Source: an optimization exercise on an open RTL-to-GDS flow (aim: small area and a short achievable clock period). Production flows keep margins and buffers that such runs may drop. Power and IR drop assume default switching activity.

branch raven:
==> module scope_capture, before the edit <==
module scope_capture (
  input  logic        clk,
  input  logic        reset,
  input  logic [11:0] sin_in,
  input  logic [11:0] cos_in,
  input  logic [11:0] squ_in,
  input  logic [11:0] saw_in,
  input  logic [1:0]  sel,
  input  logic [11:0] trig_level,
  input  logic        trig_slope,
  input  logic [7:0]  decim,
  input  logic        arm,
  input  logic        abort,
  output logic        busy,
  output logic        done,
  input  logic [7:0]  rd_addr,
  output logic [11:0] rd_data
);
  logic        busy_q, done_q, capt_q;
  logic [1:0]  sel_q;
  logic [11:0] level_q;
  logic        slope_q;
  logic [7:0]  decim_q;
  logic [7:0]  rem_q;       
  logic        zero_q;      
  logic [7:0]  wptr_q;
  logic        rise_q;      
  logic        fall_q;      
  logic [11:0] chan [4];
  assign chan[0] = sin_in;
  assign chan[1] = cos_in;
  assign chan[2] = squ_in;
  assign chan[3] = saw_in;
  logic [3:0] ge, le;
  always_comb begin
    for (int c = 0; c < 4; c++) begin
      ge[c] = (chan[c] >= level_q);
      le[c] = (chan[c] <= level_q);
    end
  end
  logic [11:0] cur;
  logic        cur_ge, cur_le;
  assign cur    = chan[sel_q];
  assign cur_ge = ge[sel_q];
  assign cur_le = le[sel_q];
  logic strobe, hit, last, arm_ok;
  assign strobe = busy_q & zero_q;
  assign hit    = (rise_q & cur_ge) | (fall_q & cur_le);
  assign last   = &wptr_q;
  assign arm_ok = arm & ~abort & ~busy_q;
  always_ff @(posedge clk or negedge reset) begin
    if (!reset) begin
      busy_q <= 1'b0;
      done_q <= 1'b0;
      capt_q <= 1'b0;
    end else if (abort) begin
      busy_q <= 1'b0;
      done_q <= 1'b0;
      capt_q <= 1'b0;
    end else if (arm_ok) begin
      busy_q <= 1'b1;
      done_q <= 1'b0;
      capt_q <= 1'b0;
    end else if (strobe) begin
      if (!capt_q) begin
        if (hit) capt_q <= 1'b1;
      end else if (last) begin
        busy_q <= 1'b0;
        done_q <= 1'b1;
        capt_q <= 1'b0;
      end
    end
  end
  always_ff @(posedge clk) begin
    if (arm_ok) begin
      sel_q   <= sel;
      level_q <= trig_level;
      slope_q <= trig_slope;
      decim_q <= decim;
      rem_q   <= decim;
      zero_q  <= (decim == 8'd0);
      wptr_q  <= 8'd0;
      rise_q  <= 1'b0;
      fall_q  <= 1'b0;
    end else if (!abort && busy_q) begin
      if (zero_q) begin
        rem_q  <= decim_q;
        zero_q <= (decim_q == 8'd0);
        if (!capt_q) begin
          rise_q <= slope_q & ~cur_ge;
          fall_q <= ~slope_q & ~cur_le;
          if (hit) wptr_q <= 8'd1;
        end else if (!last) begin
          wptr_q <= wptr_q + 8'd1;
        end
      end else begin
        rem_q  <= rem_q - 8'd1;
        zero_q <= (rem_q == 8'd1);
      end
    end
  end
  logic        pend_q;
  logic [7:0]  paddr_q;
  logic [11:0] pdata_q;
  always_ff @(posedge clk) begin
    pend_q  <= ~abort & strobe & (capt_q | hit);
    paddr_q <= wptr_q;
    pdata_q <= cur;
  end
  logic [11:0]  mem_q [256];
  logic [255:0] we;
  always_comb begin
    for (int k = 0; k < 256; k++) we[k] = pend_q & (paddr_q == 8'(k));
  end
  always_ff @(posedge clk) begin
    for (int k = 0; k < 256; k++)
      if (we[k]) mem_q[k] <= pdata_q;
  end
  logic [15:0]  rsel_lo_n, rsel_hi_n;
  always_comb begin
    for (int i = 0; i < 16; i++) begin
      rsel_lo_n[i] = ~(rd_addr[3:0] == 4'(i));
      rsel_hi_n[i] = ~(rd_addr[7:4] == 4'(i));
    end
  end
  logic [255:0] rsel;
  for (genvar k = 0; k < 256; k++) begin : g_sel
    scope_nor3 u_sel (.a(rsel_hi_n[k / 16]), .b(rsel_lo_n[k % 16]), .c(we[k]), .y(rsel[k]));
  end
  logic byp;
  assign byp = pend_q & (paddr_q == rd_addr);
  logic [11:0] rd_d;
  for (genvar b = 0; b < 12; b++) begin : g_rd
    logic [85:0] y;
    for (genvar g = 0; g < 85; g++) begin : g_leaf
      scope_aoi222 u_aoi (
        .a1(rsel[3*g]),   .a2(mem_q[3*g][b]),
        .b1(rsel[3*g+1]), .b2(mem_q[3*g+1][b]),
        .c1(rsel[3*g+2]), .c2(mem_q[3*g+2][b]),
        .y (y[g])
      );
    end
    scope_aoi22 u_aoi_last (
      .a1(rsel[255]), .a2(mem_q[255][b]),
      .b1(byp),       .b2(pdata_q[b]),
      .y (y[85])
    );
    logic [21:0] p1;
    logic [5:0]  n2;
    logic [1:0]  p3;
    for (genvar i = 0; i < 21; i++) begin : g_l1
      scope_nand4 u (.a(y[4*i]), .b(y[4*i+1]), .c(y[4*i+2]), .d(y[4*i+3]), .y(p1[i]));
    end
    scope_nand2 u_l1_last (.a(y[84]), .b(y[85]), .y(p1[21]));
    for (genvar i = 0; i < 5; i++) begin : g_l2
      scope_nor4 u (.a(p1[4*i]), .b(p1[4*i+1]), .c(p1[4*i+2]), .d(p1[4*i+3]), .y(n2[i]));
    end
    scope_nor2 u_l2_last (.a(p1[20]), .b(p1[21]), .y(n2[5]));
    scope_nand3 u_l3_0 (.a(n2[0]), .b(n2[1]), .c(n2[2]), .y(p3[0]));
    scope_nand3 u_l3_1 (.a(n2[3]), .b(n2[4]), .c(n2[5]), .y(p3[1]));
    scope_or2   u_l4   (.a(p3[0]), .b(p3[1]), .y(rd_d[b]));
  end
  logic [11:0] rd_q;
  always_ff @(posedge clk or negedge reset) begin
    if (!reset) rd_q <= 12'd0;
    else        rd_q <= rd_d;
  end
  assign busy    = busy_q;
  assign done    = done_q;
  assign rd_data = rd_q;
endmodule
==> module scope_aoi22, before the edit <==
module scope_aoi22 (input logic a1, a2, b1, b2, output logic y);
  assign y = ~((a1 & a2) | (b1 & b2));
endmodule
==> module scope_nor3, before the edit <==
module scope_nor3 (input logic a, b, c, output logic y);
  assign y = ~(a | b | c);
endmodule
==> module scope_nor4, before the edit <==
module scope_nor4 (input logic a, b, c, d, output logic y);
  assign y = ~(a | b | c | d);
endmodule
==> module scope_or2, before the edit <==
module scope_or2 (input logic a, b, output logic y);
  assign y = a | b;
endmodule
make LEC_CHECK=0 CAP_MARGIN=20 CORE_MARGIN=2 CORE_UTILIZATION=60 SETUP_SLACK_MARGIN=2.4 SLEW_MARGIN=20 SYNTH_HIERARCHICAL=1 SYNTH_MINIMUM_KEEP_SIZE=0 finish   # period 5.0 ns
run.sh (not shown) runs the stock make flow with config.mk's settings and CLKGATE_MAP_FILE= SYNTH_SCRIPT=/design/flow/synth_recipe.tcl, a recipe that flattens the netlist after the stock synthesis.
Edits applied to the flow inputs when going from branch raven to branch juniper:
--- a/flow/design.v
+++ b/flow/design.v
@@ -124,12 +124,13 @@
     end
   end
   logic [255:0] rsel;
   for (genvar k = 0; k < 256; k++) begin : g_sel
-    scope_nor3 u_sel (.a(rsel_hi_n[k / 16]), .b(rsel_lo_n[k % 16]), .c(we[k]), .y(rsel[k]));
+    scope_nor2 u_sel (.a(rsel_hi_n[k / 16]), .b(rsel_lo_n[k % 16]), .y(rsel[k]));
   end
-  logic byp;
-  assign byp = pend_q & (paddr_q == rd_addr);
+  logic byp, byp_n;
+  assign byp   = pend_q & (paddr_q == rd_addr);
+  assign byp_n = ~byp;
   logic [11:0] rd_d;
   for (genvar b = 0; b < 12; b++) begin : g_rd
     logic [85:0] y;
     for (genvar g = 0; g < 85; g++) begin : g_leaf
@@ -139,27 +140,26 @@
         .c1(rsel[3*g+2]), .c2(mem_q[3*g+2][b]),
         .y (y[g])
       );
     end
-    scope_aoi22 u_aoi_last (
-      .a1(rsel[255]), .a2(mem_q[255][b]),
-      .b1(byp),       .b2(pdata_q[b]),
-      .y (y[85])
-    );
+    scope_nand2 u_leaf_last (.a(rsel[255]), .b(mem_q[255][b]), .y(y[85]));
     logic [21:0] p1;
-    logic [5:0]  n2;
-    logic [1:0]  p3;
+    logic [10:0] n2;
+    logic [2:0]  p3;
+    logic        z4, fwd_n;
     for (genvar i = 0; i < 21; i++) begin : g_l1
       scope_nand4 u (.a(y[4*i]), .b(y[4*i+1]), .c(y[4*i+2]), .d(y[4*i+3]), .y(p1[i]));
     end
     scope_nand2 u_l1_last (.a(y[84]), .b(y[85]), .y(p1[21]));
-    for (genvar i = 0; i < 5; i++) begin : g_l2
-      scope_nor4 u (.a(p1[4*i]), .b(p1[4*i+1]), .c(p1[4*i+2]), .d(p1[4*i+3]), .y(n2[i]));
+    for (genvar i = 0; i < 11; i++) begin : g_l2
+      scope_nor2 u (.a(p1[2*i]), .b(p1[2*i+1]), .y(n2[i]));
     end
-    scope_nor2 u_l2_last (.a(p1[20]), .b(p1[21]), .y(n2[5]));
-    scope_nand3 u_l3_0 (.a(n2[0]), .b(n2[1]), .c(n2[2]), .y(p3[0]));
-    scope_nand3 u_l3_1 (.a(n2[3]), .b(n2[4]), .c(n2[5]), .y(p3[1]));
-    scope_or2   u_l4   (.a(p3[0]), .b(p3[1]), .y(rd_d[b]));
+    scope_nand4 u_l3_0 (.a(n2[0]), .b(n2[1]), .c(n2[2]),  .d(n2[3]), .y(p3[0]));
+    scope_nand4 u_l3_1 (.a(n2[4]), .b(n2[5]), .c(n2[6]),  .d(n2[7]), .y(p3[1]));
+    scope_nand3 u_l3_2 (.a(n2[8]), .b(n2[9]), .c(n2[10]), .y(p3[2]));
+    scope_nand2 u_fwd   (.a(byp), .b(pdata_q[b]), .y(fwd_n));
+    scope_o31ai u_l4    (.a(p3[0]), .b(p3[1]), .c(p3[2]), .d(byp_n), .y(z4));
+    scope_nand2 u_l5    (.a(z4), .b(fwd_n), .y(rd_d[b]));
   end
   logic [11:0] rd_q;
   always_ff @(posedge clk or negedge reset) begin
     if (!reset) rd_q <= 12'd0;
@@ -171,14 +171,8 @@
 endmodule
 module scope_aoi222 (input logic a1, a2, b1, b2, c1, c2, output logic y);
   assign y = ~((a1 & a2) | (b1 & b2) | (c1 & c2));
 endmodule
-module scope_aoi22 (input logic a1, a2, b1, b2, output logic y);
-  assign y = ~((a1 & a2) | (b1 & b2));
-endmodule
-module scope_nor3 (input logic a, b, c, output logic y);
-  assign y = ~(a | b | c);
-endmodule
 module scope_nand4 (input logic a, b, c, d, output logic y);
   assign y = ~(a & b & c & d);
 endmodule
 module scope_nand3 (input logic a, b, c, output logic y);
@@ -186,13 +180,10 @@
 endmodule
 module scope_nand2 (input logic a, b, output logic y);
   assign y = ~(a & b);
 endmodule
-module scope_nor4 (input logic a, b, c, d, output logic y);
-  assign y = ~(a | b | c | d);
-endmodule
 module scope_nor2 (input logic a, b, output logic y);
   assign y = ~(a | b);
 endmodule
-module scope_or2 (input logic a, b, output logic y);
-  assign y = a | b;
+module scope_o31ai (input logic a, b, c, d, output logic y);
+  assign y = ~((a | b | c) & d);
 endmodule
Results
branch juniper completed; timing, DRC and antenna clean
Comparing branch juniper with branch raven, the final cell count came out essentially unchanged.
| clock latency at the later pin of the worst-skew pair | branch raven vs branch juniper | ≈ equal |
Comparing branch juniper and branch raven, the higher number of cells upsized or downsized after cts is on branch juniper.
Relative to branch raven, branch juniper improves combined area of all synthesized cells.
Per the comparison of branch juniper with branch raven, die area down about 1.5%, power went up 0.85%.
Power per cell area was higher in branch juniper than in branch raven.
Horizontal die dimension | branch juniper below branch raven
Post-route clock period utilization was higher in the run labelled branch raven.
No run of this note included a check of the RTL's function; only the layout flow was run.

[what the ideal ports hide]
Ports are ideal in the flow. The routed layouts listed here were re-timed in OpenROAD.
Step 1 sets driving cells, clkbuf_16 on the clock port and buf_2 on the other inputs (assumed; they add their load-dependent delay and slew).
Step 2, shift: input delay + t, output delay - t, t = (earliest + latest rising clock arrival at the registers) / 2. This alone moves slack from input paths to output paths.
Three values: ideal, step 1, step 2; two values: the first two.
run | shift t [ns] | setup WS [ns] | clock arrival spread, ns | worst data-port slew with drivers (ns) | cell pins on the clock port's net
branch raven | 1.010 | 1.154 / 1.146 / 0.137 | 0.065 / 0.065 | 0.18 | 1
branch juniper | 1.031 | 1.879 / 1.901 / 0.870 | 0.042 / 0.043 | 0.09 | 1
After both steps setup and hold are still met in every run listed. For branch raven, which loses most, drivers alone change the setup slack by -0.008 ns; drivers and shift together by -1.017 ns.
